This is an optimization exercise on Yosys and OpenROAD, whose aim is small area and a short achievable clock period, not a production implementation.
Function was checked by simulation only, so behaviour that the tests miss may differ from the original.

==> flow/design.v (excerpt) <==
module am_mult_top
(
  input  logic                      clk,
  input  logic                      arst_n,
  input  logic [am_pkg::OP_W-1:0]   a,
  input  logic [am_pkg::OP_W-1:0]   b,
  output logic [am_pkg::PROD_W-1:0] product
);
  logic [am_pkg::OP_W-1:0]  a_q;
  logic [am_pkg::NDIG-1:0]  one_q;
  logic [am_pkg::NDIG-1:0]  two_q;
  logic [am_pkg::NDIG-1:0]  neg_q;
  logic                     b23_q;
  logic [am_pkg::CUT_W-1:0] cs_q;
  logic [4:0]               valid;
  always_ff @(posedge clk or negedge arst_n) begin
    if (!arst_n) begin
      valid <= '0;
    end else begin
      valid <= {valid[3:0], 1'b1};
    end
  end
  pp_init_stage ops_i (
    .clk   (clk),
    .a     (a),
    .b     (b),
    .a_q   (a_q),
    .one_q (one_q),
    .two_q (two_q),
    .neg_q (neg_q),
    .b23_q (b23_q)
  );
  csa_row_stage tree_i (
    .clk  (clk),
    .a    (a_q),
    .one  (one_q),
    .two  (two_q),
    .neg  (neg_q),
    .b23  (b23_q),
    .cs_q (cs_q)
  );
  cpa_stage cpa_i (
    .clk     (clk),
    .arst_n  (arst_n),
    .valid   (valid[4]),
    .cs      (cs_q),
    .product (product)
  );
endmodule
==> flow/config.mk <==
export PLATFORM = sky130hd
export DESIGN_NAME = am_mult_top
export DESIGN_NICKNAME = am_mult_top
export VERILOG_FILES = /design/flow/design.v
export SDC_FILE = /design/flow/constraint.sdc
export NUM_CORES = 4
export LEC_CHECK = 0
export CAP_MARGIN = 50
export CORE_MARGIN = 2
export CORE_UTILIZATION = 65
export CTS_CLUSTER_DIAMETER = 120
export CTS_CLUSTER_SIZE = 22
export SLEW_MARGIN = 70
export SYNTH_HIERARCHICAL = 1
export SYNTH_MINIMUM_KEEP_SIZE = 0
export BUFFER_PORTS_ARGS = -buffer_cell sky130_fd_sc_hd__buf_2
export SETUP_SLACK_MARGIN = 6.4
==> flow/constraint.sdc <==
create_clock -name core_clock -period 9.5 [get_ports {clk}]
set_input_delay 1.9000 -clock core_clock [delete_from_list [all_inputs] [get_ports {clk}]]
set_output_delay 1.9000 -clock core_clock [all_outputs]
set_load 0.01 [all_outputs]
standard.sh (not shown) runs the stock make flow with config.mk's settings and CLKGATE_MAP_FILE= SYNTH_SCRIPT=/design/flow/synth_recipe.tcl, a recipe that flattens the netlist after the stock synthesis.
==> flow/flow/run.sh <==
#!/bin/bash
# The standard layout, with two changes to how ORFS builds it:
#  - ports are buffered with buf_2 (buffer_ports otherwise picks a slow
#    delay cell, which sits on every output path);
#  - repair_timing aims for 6.4 ns of setup slack at the design's period,
#    so that it sizes the critical paths (the SDC is not changed).
set -euo pipefail
echo 'export BUFFER_PORTS_ARGS = -buffer_cell sky130_fd_sc_hd__buf_2' >> config.mk
echo 'export SETUP_SLACK_MARGIN = 6.4' >> config.mk
bash standard.sh > standard.log 2>&1
The first run completed with no timing, DRC or antenna violations.
Change:
--- a/flow/flow/run.sh
+++ b/flow/flow/run.sh
@@ -5 +5 @@
-#  - repair_timing aims for 6.4 ns of setup slack at the design's period,
+#  - repair_timing aims for 6.3 ns of setup slack at the design's period,
@@ -9 +9 @@
-echo 'export SETUP_SLACK_MARGIN = 6.4' >> config.mk
+echo 'export SETUP_SLACK_MARGIN = 6.3' >> config.mk
Settings changed: CAP_MARGIN 50 to 20, CTS_CLUSTER_DIAMETER 120 to not set, CTS_CLUSTER_SIZE 22 to not set, SETUP_SLACK_MARGIN 6.4 to 6.3, SLEW_MARGIN 70 to 20.
What happened:
- wire length came out lower by a few percent
- worst hold slack degrades by 0.0041 ns
- design area came out lower slightly
- area after synthesis does not change
Change:
--- a/flow/flow/run.sh
+++ b/flow/flow/run.sh
@@ -5 +5 @@
-#  - repair_timing aims for 6.3 ns of setup slack at the design's period,
+#  - repair_timing aims for 6.5 ns of setup slack at the design's period,
@@ -9 +9 @@
-echo 'export SETUP_SLACK_MARGIN = 6.3' >> config.mk
+echo 'export SETUP_SLACK_MARGIN = 6.5' >> config.mk
Settings changed: SETUP_SLACK_MARGIN 6.3 to 6.5.
=> Final area goes up by a little under a tenth. Global-route usage goes up by 1.1 points.
Change:
==> flow/flow/run.sh (replaced) <==
#!/bin/bash
# The standard layout (standard.sh), with one change to how ORFS builds
# it: the ports are buffered with buf_2. buffer_ports otherwise picks a slow
# delay cell (clkdlybuf4s50), which then sits on every output path.
set -euo pipefail
echo 'export BUFFER_PORTS_ARGS = -buffer_cell sky130_fd_sc_hd__buf_2' >> config.mk
bash standard.sh > standard.log 2>&1
Settings changed: CTS_CLUSTER_DIAMETER set to 120, CTS_CLUSTER_SIZE set to 22, SETUP_SLACK_MARGIN 6.5 to not set.
Effect:
- The changed run completed with no timing, DRC or antenna violations
- setup slack got worse by 0.21 ns
- clock-buffer cell count fell by 31
- routed wire length fell by 13%
- global-route usage fell by 1.9 points
- cell count fell by 3.6%
- fmax fell by about 6.5%
- via count fell by 7.8%
- die area stays the same
- sequential cell count stays the same

---

am_mult_top again, from the RTL that the note above started with.
Settings: LEC_CHECK=0, CAP_MARGIN=50, CORE_MARGIN=2, CORE_UTILIZATION=65, CTS_CLUSTER_DIAMETER=150, CTS_CLUSTER_SIZE=30, SLEW_MARGIN=70, SYNTH_HIERARCHICAL=1, SYNTH_MINIMUM_KEEP_SIZE=0, BUFFER_PORTS_ARGS=-buffer_cell sky130_fd_sc_hd__buf_2, SETUP_SLACK_MARGIN=6.3; clock period 9.5 ns.
==> flow/flow/run.sh <==
#!/bin/bash
# The standard layout, with two changes to how ORFS builds it:
#  - ports are buffered with buf_2 (buffer_ports otherwise picks a slow
#    delay cell, which sits on every output path);
#  - repair_timing aims for 6.3 ns of setup slack at the design's period,
#    so that it sizes the critical paths (the SDC is not changed).
set -euo pipefail
echo 'export BUFFER_PORTS_ARGS = -buffer_cell sky130_fd_sc_hd__buf_2' >> config.mk
echo 'export SETUP_SLACK_MARGIN = 6.3' >> config.mk
bash standard.sh > standard.log 2>&1
The first run produced a clean layout.
==> next run, changes <==
==> flow/flow/run.sh (replaced) <==
#!/bin/bash
set -euo pipefail
echo 'export BUFFER_PORTS_ARGS = -buffer_cell sky130_fd_sc_hd__buf_2' >> config.mk
bash standard.sh > standard.log 2>&1
Settings changed: CAP_MARGIN 50 to 20, CTS_CLUSTER_DIAMETER 150 to 120, CTS_CLUSTER_SIZE 30 to 22, SETUP_SLACK_MARGIN 6.3 to not set, SLEW_MARGIN 70 to 20.
- The new run finished clean
- sequential cell count does not change
- register-to-register slack is worse by 97 ps
- core utilization goes down by 0.85 points
- area after synthesis stays the same
- synthesized cell count does not change
- cell count hardly moves
- global-route usage goes up by 0.38 points
- cell area goes down by 1.2%
- die area is unchanged
- setup slack is worse by 97 ps
- via count goes down by 0.45%
==> next run, changes <==
--- a/flow/flow/run.sh
+++ b/flow/flow/run.sh
@@ -1,0 +2,3 @@
+# The standard layout (standard.sh), with one change to how ORFS builds
+# it: the ports are buffered with buf_2. buffer_ports otherwise picks a slow
+# delay cell (clkdlybuf4s50), which then sits on every output path.
Settings changed: PLACE_DENSITY set to 0.9.
After rerunning: The changed run completed without violations; global-route usage increases by 1.0 points; die area does not change; synthesized area stays the same.

---

== run 1 ==
Starting RTL as in the previous note.
Settings: LEC_CHECK=0, CAP_MARGIN=20, CORE_MARGIN=2, CORE_UTILIZATION=65, CTS_CLUSTER_DIAMETER=120, CTS_CLUSTER_SIZE=26, SLEW_MARGIN=20, SYNTH_HIERARCHICAL=1, SYNTH_MINIMUM_KEEP_SIZE=0, BUFFER_PORTS_ARGS=-buffer_cell sky130_fd_sc_hd__buf_2, SETUP_SLACK_MARGIN=6.3; clock period 9.5 ns.
==> flow/flow/run.sh <==
#!/bin/bash
# The standard layout, with two changes to how ORFS builds it:
#  - ports are buffered with buf_2 (buffer_ports otherwise picks a slow
#    delay cell, which sits on every output path);
#  - repair_timing aims for 6.3 ns of setup slack at the design's period,
#    so that it sizes the critical paths (the SDC is not changed).
set -euo pipefail
echo 'export BUFFER_PORTS_ARGS = -buffer_cell sky130_fd_sc_hd__buf_2' >> config.mk
echo 'export SETUP_SLACK_MARGIN = 6.3' >> config.mk
bash standard.sh > standard.log 2>&1
The inputs of run 2 differ from those of run 1 as listed below.
Settings: swapping 20 for 50 in CAP_MARGIN; swapping 20 for 70 in SLEW_MARGIN; swapping 26 for 22 in CTS_CLUSTER_SIZE.
==> comparison <==
Run 2: PASS, flow complete, no timing, DRC or antenna violations
Run 1 → run 2: final setup slack of the worst path increased by 0.076 ns relative to the old numbers, routed wire length dropped 190 um, design area flat.
Looking only at number of global-route vias before repair, and setting everything else aside, the higher value of run 2 and run 1 goes to run 2.
Between run 2 and run 1, the sequential portion of the cell area figures differ only marginally.
Modified inputs, run 3 compared to run 2
Settings: clearing SETUP_SLACK_MARGIN, which used to be 6.3.
==> flow/flow/run.sh <==
#!/bin/bash
# The standard layout (standard.sh), with one change to how ORFS builds
# it: the ports are buffered with buf_2. buffer_ports otherwise picks a slow
# delay cell (clkdlybuf4s50), which then sits on every output path.
set -euo pipefail
echo 'export BUFFER_PORTS_ARGS = -buffer_cell sky130_fd_sc_hd__buf_2' >> config.mk
bash standard.sh > standard.log 2>&1
Notes after the runs:
Status: routed wire length parity (run 2, run 3)
Area added between synthesis and finish: run 2 and run 3 compared, lower one is run 3
Run 3 vs. run 2: non-clock buffer count now smaller, sequential fraction of total cell area increased 0.35 points.
--- input diff run 3..run 4 ---
Settings: SETUP_SLACK_MARGIN: unset -> 6.3; CTS_CLUSTER_DIAMETER: 120 -> unset; CTS_CLUSTER_SIZE: 22 -> unset.
==> flow/flow/run.sh <==
#!/bin/bash
# The standard layout, with two changes to how ORFS builds it:
#  - ports are buffered with buf_2 (buffer_ports otherwise picks a slow
#    delay cell, which sits on every output path);
#  - repair_timing aims for 6.3 ns of setup slack at the design's period,
#    so that it sizes the critical paths (the SDC is not changed).
set -euo pipefail
echo 'export BUFFER_PORTS_ARGS = -buffer_cell sky130_fd_sc_hd__buf_2' >> config.mk
echo 'export SETUP_SLACK_MARGIN = 6.3' >> config.mk
bash standard.sh > standard.log 2>&1
==> run summary <==
Re met3 capacity usage during global routing: run 3 was lower than run 4. Per the comparison of run 4 with run 3, maximum frequency now larger; first-pass GRT wire length now larger.
> inputs changed (run 4 -> run 5)
Settings: an added CTS_CLUSTER_DIAMETER of 120; a change of CORE_UTILIZATION from 65 to 70; an added CTS_CLUSTER_SIZE of 22.
==> comparison <==
- Run 5: no failed stages, no open violations at the end
- Clock buffer count from CTS in run 5 is 19 below run 4.
- | worst setup slack | run 5 vs run 4 | 0.015 ns higher |

---

Setup of run A:
am_mult_top, a different RTL version from the one above (not shown whole).
For scale: about 98 I/O pins, about 24000 sq um of cells after synthesis.
==> flow/config.mk <==
export PLATFORM = sky130hd
export DESIGN_NAME = am_mult_top
export DESIGN_NICKNAME = am_mult_top
export VERILOG_FILES = /design/flow/design.v
export SDC_FILE = /design/flow/constraint.sdc
export NUM_CORES = 4
export LEC_CHECK = 0
export CAP_MARGIN = 50
export CORE_MARGIN = 2
export CORE_UTILIZATION = 65
export SLEW_MARGIN = 70
export SYNTH_HIERARCHICAL = 1
export SYNTH_MINIMUM_KEEP_SIZE = 0
export TNS_END_PERCENT = 20
export BUFFER_PORTS_ARGS = -buffer_cell sky130_fd_sc_hd__buf_2
export SETUP_SLACK_MARGIN = 6.3
==> flow/constraint.sdc <==
create_clock -name core_clock -period 9.5 [get_ports {clk}]
set_input_delay 1.9000 -clock core_clock [delete_from_list [all_inputs] [get_ports {clk}]]
set_output_delay 1.9000 -clock core_clock [all_outputs]
set_load 0.01 [all_outputs]
==> flow/flow/run.sh <==
#!/bin/bash
# The standard layout, with two changes to how ORFS builds it:
#  - ports are buffered with buf_2 (buffer_ports otherwise picks a slow
#    delay cell, which sits on every output path);
#  - repair_timing aims for 6.3 ns of setup slack at the design's period,
#    so that it sizes the critical paths (the SDC is not changed).
set -euo pipefail
echo 'export BUFFER_PORTS_ARGS = -buffer_cell sky130_fd_sc_hd__buf_2' >> config.mk
echo 'export SETUP_SLACK_MARGIN = 6.3' >> config.mk
bash standard.sh > standard.log 2>&1
Run A ran to completion and came out clean on the timing, design-rule and antenna checks.
[inputs] run B vs run A
==> flow/flow/run.sh <==
#!/bin/bash
set -euo pipefail
echo 'export BUFFER_PORTS_ARGS = -buffer_cell sky130_fd_sc_hd__buf_2' >> config.mk
echo 'export SETUP_SLACK_MARGIN = 6.3' >> config.mk
bash standard.sh > standard.log 2>&1
-- flow/config.mk --
<<< run A, line 13
export SYNTH_MINIMUM_KEEP_SIZE = 0
export TNS_END_PERCENT = 20
export BUFFER_PORTS_ARGS = -buffer_cell sky130_fd_sc_hd__buf_2
>>> run B, line 13
export SYNTH_MINIMUM_KEEP_SIZE = 0
export BUFFER_PORTS_ARGS = -buffer_cell sky130_fd_sc_hd__buf_2
## What came out
Between run B and run A, the worst hold slack across all endpoints figures differ only marginally. Run B vs run A, start point of the critical path: tree_i.cs_q[25]$_DFF_P_ vs tree_i.cs_q[70]$_DFF_P_. Run B: no failed stages, no open violations at the end. Run A → run B: sequential share of cell area saw a decrease.
Changes in run C relative to run B:
-- flow/config.mk --
<<< run B, line 9
export CORE_MARGIN = 2
export CORE_UTILIZATION = 65
export SLEW_MARGIN = 70
>>> run C, line 9
export CORE_MARGIN = 2
export CORE_UTILIZATION = 40
export SLEW_MARGIN = 70
==> run summary <==
Detailed router's first-iteration violation count of run C exceeds that of run B by a little under 10%.
From run B to run C the numbers moved as follows: setup slack after layout increased 0.016 ns; final period demand of the worst path has decreased; wire length after detailed routing climbed 3.9%; area taken by flip-flops and latches ~0 delta; final instance area climbed 760 sq um.
Going from run B to run C, wire length the detailed router placed on met1 now larger.
Run B vs run C, endpoint of the most critical setup path: cpa_i.product[34]$_DFF_PN0_ vs cpa_i.product[46]$_DFF_PN0_
Taking run B as the reference, in run C cell count after placement shows an increase of 272, detailed route wirelength on metal2 grew by 2.8%.
Setup changes, run C to run D
-- flow/flow/run.sh --
<<< run C, line 1
#!/bin/bash
set -euo pipefail
>>> run D, line 1
#!/bin/bash
# The standard layout, with two changes to how ORFS builds it:
#  - ports are buffered with buf_2 (buffer_ports otherwise picks a slow
#    delay cell, which sits on every output path);
#  - repair_timing aims for 6.3 ns of setup slack at the design's period,
#    so that it sizes the critical paths (the SDC is not changed).
set -euo pipefail
-- flow/config.mk --
<<< run C, line 9
export CORE_MARGIN = 2
export CORE_UTILIZATION = 40
export SLEW_MARGIN = 70
>>> run D, line 9
export CORE_MARGIN = 2
export CORE_UTILIZATION = 65
export SLEW_MARGIN = 70
## What came out
Run D does worse than run C on peak clock frequency supported by timing.
Between run D and run C, routed length per instance is lower for run C, run D comes in above that.
Looking at global-route usage, run D sits 12 points above run C.
Run C → run D: fraction of area in multi-input gates rose by 0.82 points; period utilization rose by 0.17 points.

---

Setup of job 101:
am_mult_top, a different RTL version from the one above (not shown whole).
Size in the first run: ~390 flip-flops, roughly 23000 µm² of cells after synthesis.
==> flow/config.mk <==
export PLATFORM = sky130hd
export DESIGN_NAME = am_mult_top
export DESIGN_NICKNAME = am_mult_top
export VERILOG_FILES = /design/flow/design.v
export SDC_FILE = /design/flow/constraint.sdc
export NUM_CORES = 4
export LEC_CHECK = 0
export CAP_MARGIN = 50
export CORE_MARGIN = 2
export CORE_UTILIZATION = 65
export CTS_CLUSTER_DIAMETER = 120
export CTS_CLUSTER_SIZE = 22
export SLEW_MARGIN = 70
export SYNTH_HIERARCHICAL = 1
export SYNTH_MINIMUM_KEEP_SIZE = 0
export BUFFER_PORTS_ARGS = -buffer_cell sky130_fd_sc_hd__buf_2
export SETUP_SLACK_MARGIN = 6.3
==> flow/constraint.sdc <==
create_clock -name core_clock -period 9.5 [get_ports {clk}]
set_input_delay 1.9000 -clock core_clock [delete_from_list [all_inputs] [get_ports {clk}]]
set_output_delay 1.9000 -clock core_clock [all_outputs]
set_load 0.01 [all_outputs]
==> flow/flow/run.sh <==
#!/bin/bash
# The standard layout, with two changes to how ORFS builds it:
#  - ports are buffered with buf_2 (buffer_ports otherwise picks a slow
#    delay cell, which sits on every output path);
#  - repair_timing aims for 6.3 ns of setup slack at the design's period,
#    so that it sizes the critical paths (the SDC is not changed).
set -euo pipefail
echo 'export BUFFER_PORTS_ARGS = -buffer_cell sky130_fd_sc_hd__buf_2' >> config.mk
echo 'export SETUP_SLACK_MARGIN = 6.3' >> config.mk
bash standard.sh > standard.log 2>&1
Job 101 reached the final stage; the timing, design-rule and antenna checks on its layout passed.
Here is what was changed in the inputs of job 102 compared with job 101.
- swapping 70 for 20 in SLEW_MARGIN
- swapping 50 for 20 in CAP_MARGIN
- clearing SETUP_SLACK_MARGIN, which used to be 6.3
==> flow/flow/run.sh <==
#!/bin/bash
# The standard layout (standard.sh), with one change to how ORFS builds
# it: the ports are buffered with buf_2. buffer_ports otherwise picks a slow
# delay cell (clkdlybuf4s50), which then sits on every output path.
set -euo pipefail
echo 'export BUFFER_PORTS_ARGS = -buffer_cell sky130_fd_sc_hd__buf_2' >> config.mk
bash standard.sh > standard.log 2>&1
## What came out
Job 102 finished all stages; the layout is clean. Comparing job 101 and job 102, area growth from synthesis to layout is lower on job 102. The run with more setup slack is job 101; job 102 has less. Worst clock skew on the final layout (lower): job 101.

## what the ideal ports hide
How much do the figures lean on ideal ports? The routed layouts below were timed once more, with nothing changed but the port constraints.
Step 1 sets driving cells, clkbuf_16 on the clock port and buf_2 on the other inputs (assumed; they add their load-dependent delay and slew).
Step 2 moves the port delays by t, midway between the first and last clock arrival at a register: inputs arrive t later, outputs are due t later. That takes back most of the time a late clock gives input paths.
a / b / c = ideal ports / drivers / drivers and shift; a / b = the first two.
| run | t (ns) | setup slack, ns | worst setup path at the end |
|---|---|---|---|
| the first run of note 1 | 0.593 | 6.325 / 6.325 / 6.325 | register to register |
| the second run of note 1 | 0.618 | 6.343 / 6.343 / 6.343 | register to register |
| the third run of note 1 | 0.614 | 6.444 / 6.444 / 6.444 | register to register |
| the fourth run of note 1 | 0.605 | 6.232 / 6.232 / 6.232 | register to register |
| the first run of note 2 | 0.585 | 6.329 / 6.329 / 6.329 | register to register |
| the second run of note 2 | 0.605 | 6.232 / 6.232 / 6.232 | register to register |
| the third run of note 2 | 0.597 | 5.793 / 5.793 / 5.793 | register to register |
| run 1 | 0.591 | 6.280 / 6.280 / 6.280 | register to register |
| run 2 | 0.594 | 6.356 / 6.356 / 6.356 | register to register |
| run 3 | 0.594 | 6.238 / 6.238 / 6.238 | register to register |
| run 4 | 0.608 | 6.337 / 6.337 / 6.337 | register to register |
| run 5 | 0.601 | 6.353 / 6.353 / 6.353 | register to register |
| run A | 0.637 | 6.163 / 6.163 / 6.163 | register to register |
| run B | 0.635 | 6.225 / 6.225 / 6.225 | register to register |
| run C | 0.645 | 6.241 / 6.241 / 6.241 | register to register |
| run D | 0.635 | 6.225 / 6.225 / 6.225 | register to register |
| job 101 | 0.601 | 6.366 / 6.366 / 6.366 | register to register |
| job 102 | 0.597 | 6.191 / 6.191 / 6.191 | register to register |
After both steps every run listed still meets setup and hold.
